What follows belongs to an exercise in optimizing a design on an open flow for small area, a short achievable clock period and few clock cycles per item; a production flow would make more cautious choices. At most, simulation tests tie the RTL to the original design; equivalence was not proved. Power figures rest on the tool's default switching activity, not on a simulated workload.

Setup of job 102:
Design aging_sighting_table, start of the top module:
module aging_sighting_table #(
  parameter int unsigned TABLE_DEPTH = TABLE_DEPTH_DEF
) (
  input  wire logic                clk_i,
  input  wire logic                rst_ni,
  input  wire logic                in_valid_i,
  output logic                     in_ready_o,
  input  wire logic [ACT_W-1:0]    in_action_i,
  input  wire logic [ID_W-1:0]     in_entity_id_i,
  input  wire logic                in_entity_kind_i,
  output logic                     out_valid_o,
  input  wire logic                out_ready_i,
  output logic [STATUS_W-1:0]      out_status_o,
  output logic [ID_W-1:0]          out_id_o,
  output logic                     out_kind_o,
  output logic                     out_item_valid_o,
  output logic [EVICT_W-1:0]       out_evicted_count_o,
  output logic                     out_last_o,
  input  wire logic                cfg_valid_i,
  output logic                     cfg_ready_o,
  input  wire logic [AGE_W-1:0]    cfg_age_limit_i
);
For scale: ~3900 cells after synthesis, roughly 1000 flip-flops, about 63 I/O pins.
Settings: LEC_CHECK=0, CAP_MARGIN=20, CORE_MARGIN=2, CORE_UTILIZATION=55, CTS_BUF_LIST=sky130_fd_sc_hd__clkbuf_4 sky130_fd_sc_hd__clkbuf_8, SETUP_SLACK_MARGIN=4.5, SLEW_MARGIN=20; clock period 8.0 ns.
run.sh (not shown) runs the stock make flow with config.mk's settings and CLKGATE_MAP_FILE= SYNTH_SCRIPT=/design/flow/synth_recipe.tcl, a recipe that flattens the netlist after the stock synthesis.
Job 102 ended with every stage complete and zero timing, DRC or antenna violations.
> inputs changed (job 102 -> job 101)
- a deleted CTS_BUF_LIST that had been sky130_fd_sc_hd__clkbuf_4 sky130_fd_sc_hd__clkbuf_8
- a change of SETUP_SLACK_MARGIN from 4.5 to 5.0
[summary]
Total power after layout for job 101: 5.3% up relative to job 102
Per the comparison of job 101 with job 102, site row count has remained practically unchanged, clock period minus worst slack has decreased, highest attainable clock frequency has increased, fraction of area in registers has decreased, power consumed by sequential cells has remained practically unchanged.
Relative to job 102, the layout net count of job 101 is lower by 97.
Job 102 → job 101: max-capacitance violation count now sits at about the same level, minimum setup slack in the final design now sits higher, detailed-placement wirelength estimate now sits higher, vias per cell now sits higher.
Function was not checked in any run of this note: the RTL went through the layout flow alone.

---

== before ==
aging_sighting_table, a different RTL version from the one above (not shown whole).
Size in the first run: roughly 3800 cells after synthesis, ~1000 flip-flops, roughly 63 I/O pins.
Design aging_sighting_table, start of the top module:
module aging_sighting_table #(
  parameter int unsigned TABLE_DEPTH = TABLE_DEPTH_DEF
) (
  input  wire logic                clk_i,
  input  wire logic                rst_ni,
  input  wire logic                in_valid_i,
  output logic                     in_ready_o,
  input  wire logic [ACT_W-1:0]    in_action_i,
  input  wire logic [ID_W-1:0]     in_entity_id_i,
  input  wire logic                in_entity_kind_i,
  output logic                     out_valid_o,
  input  wire logic                out_ready_i,
  output logic [STATUS_W-1:0]      out_status_o,
  output logic [ID_W-1:0]          out_id_o,
  output logic                     out_kind_o,
  output logic                     out_item_valid_o,
  output logic [EVICT_W-1:0]       out_evicted_count_o,
  output logic                     out_last_o,
  input  wire logic                cfg_valid_i,
  output logic                     cfg_ready_o,
  input  wire logic [AGE_W-1:0]    cfg_age_limit_i
);
Settings: LEC_CHECK=0, CAP_MARGIN=20, CORE_MARGIN=2, CORE_UTILIZATION=40, SLEW_MARGIN=20; clock period 8.0 ns.
Inputs modified between before and after:
diff --git a/flow/config.mk b/flow/config.mk
--- a/flow/config.mk
+++ b/flow/config.mk
@@ -9,3 +9,4 @@
 export CORE_MARGIN = 2
 export CORE_UTILIZATION = 40
+export SETUP_SLACK_MARGIN = 4.5
 export SLEW_MARGIN = 20
Results
Relative to before, the total power measured on after has increased by a little under 10%.
after against before: final cell count went up by 199; share of power burned in combinational logic went up by 5.3 points.
Function was not checked in any run of this note: the RTL went through the layout flow alone.

---

== the reference run ==
Another version of the RTL of aging_sighting_table (not shown whole).
Size: about 1000 flip-flops, about 0.050 sq mm of cells after synthesis.
clock: 8.0 ns
lec_check: 0
cap_margin: 20
core_margin: 2
core_utilization: 40
cts_cluster_diameter: 70
cts_cluster_size: 22
setup_slack_margin: 5.0
slew_margin: 20
Testbench counts of the reference run, summed over its fixed seeds: cycles 8,413, items 4,800.
Inputs modified between the reference run and the trial run:
--- a/flow/config.mk
+++ b/flow/config.mk
@@ -8,5 +8,5 @@
 export CAP_MARGIN = 20
 export CORE_MARGIN = 2
-export CORE_UTILIZATION = 40
+export CORE_UTILIZATION = 55
 export CTS_CLUSTER_DIAMETER = 70
 export CTS_CLUSTER_SIZE = 22
Findings:
- The trial run went all the way through synthesis, placement and routing and the layout is clean on timing, DRC and antenna.
- Taking the reference run as the reference, in the trial run data arrival time of the worst path picked up an extra 0.35 ns, worst setup slack fell 0.19 ns.
- Diff the reference run -> the trial run | average wire per standard cell | up by more than 10%
- Relative contribution of combinational cells to total power for the trial run is higher than for the reference run.
- Going from the reference run to the trial run, wire length of the first global-routing pass shrinks by 1.1 mm.

---

Setup of build 91:
aging_sighting_table again, from the RTL that the note above started with.
Settings: LEC_CHECK=0, CAP_MARGIN=20, CORE_MARGIN=2, CORE_UTILIZATION=35, CTS_CLUSTER_DIAMETER=70, CTS_CLUSTER_SIZE=22, SETUP_SLACK_MARGIN=5.0, SLEW_MARGIN=20; clock period 8.0 ns.
Testbench counts of build 91, summed over its fixed seeds: cycles 8,413, items 4,800.
Changes in build 32 relative to build 91:
Settings: setting PLACE_DENSITY to 0.75 for the first time; changing CORE_UTILIZATION from 35 to 55.
==> summary.txt <==
Compared with build 91, in build 32 synthesis-to-layout area growth down 2.6 points; setup fix buffers added after clock tree synthesis down 23; total power down 0.64 mW. [compare] base=build 91 new=build 32: footprint of the multi-input gates -about 0.8%; met2 track demand over resource went up by 20 points; total routing usage reported by global routing increased by 14 points relative to the old numbers. Diff build 32 and build 91: maximum clock frequency lower in build 32. Compared to build 91, build 32 shows a narrower setup margin.
What build 68 does differently from build 32 at the input level:
Settings: PLACE_DENSITY removed (was 0.75); CORE_UTILIZATION changed from 55 to 47.
Notes after the runs:
Side by side, non-clock buffer count turned out lower in build 68 than in build 32. Clock network latency to the later pin of the worst-skew pair was lower in the run labelled build 68. Changes observed in build 68 relative to build 32: final clock skew saw little to no change; area added between synthesis and finish saw a decrease; die area saw an increase; combinational power saw a decrease; first-pass GRT wire length saw a decrease. Total core area, build 32 and build 68: higher on build 68. Comparing build 68 with build 32, the share of async-settable or async-resettable flops after synthesis came out essentially unchanged. Comparing proportion of power drawn by combinational gates for build 32 and build 68, the bigger number came from build 32. | fmax | build 68 vs build 32 | 0.024 GHz higher |.

-- separate check: timing with driven ports --
No port has a modelled driver above. Below, the same layouts with a new extraction and two added sets of constraints.
Step 1 sets driving cells, clkbuf_16 on the clock port and buf_2 on the other inputs (assumed; they add their load-dependent delay and slew).
Step 2, shift: input delay + t, output delay - t, t = (earliest + latest rising clock arrival at the registers) / 2. This alone moves slack from input paths to output paths.
Slacks: ideal ports / drivers / drivers and shift; pairs: ideal ports / drivers.
run | t, ns | slack for setup (ns) | worst setup path at the end | worst register clock-pin slew, ns | cell pins on the clock port's net
job 102 | 0.939 | 3.954 / 3.954 / 3.604 | input to register | 0.07 / 0.07 | 1
job 101 | 0.783 | 3.980 / 3.980 / 3.980 | register to register | 0.07 / 0.07 | 1
before | 0.817 | 1.525 / 1.525 / 1.525 | register to register | 0.07 / 0.07 | 1
after | 0.788 | 3.205 / 3.205 / 3.205 | register to register | 0.07 / 0.07 | 1
the reference run | 0.767 | 4.802 / 4.802 / 4.211 | input to register | 0.10 / 0.10 | 1
the trial run | 0.781 | 4.612 / 4.612 / 4.209 | input to register | 0.10 / 0.10 | 1
build 91 | 0.765 | 4.674 / 4.674 / 4.162 | input to register | 0.10 / 0.10 | 1
build 32 | 0.794 | 4.564 / 4.564 / 3.993 | input to register | 0.10 / 0.10 | 1
build 68 | 0.750 | 4.825 / 4.849 / 4.098 | input to register | 0.10 / 0.10 | 1
After both steps every run listed still meets setup and hold. For build 68, which loses most, drivers alone change the setup slack by +0.024 ns; drivers and shift together by -0.727 ns.
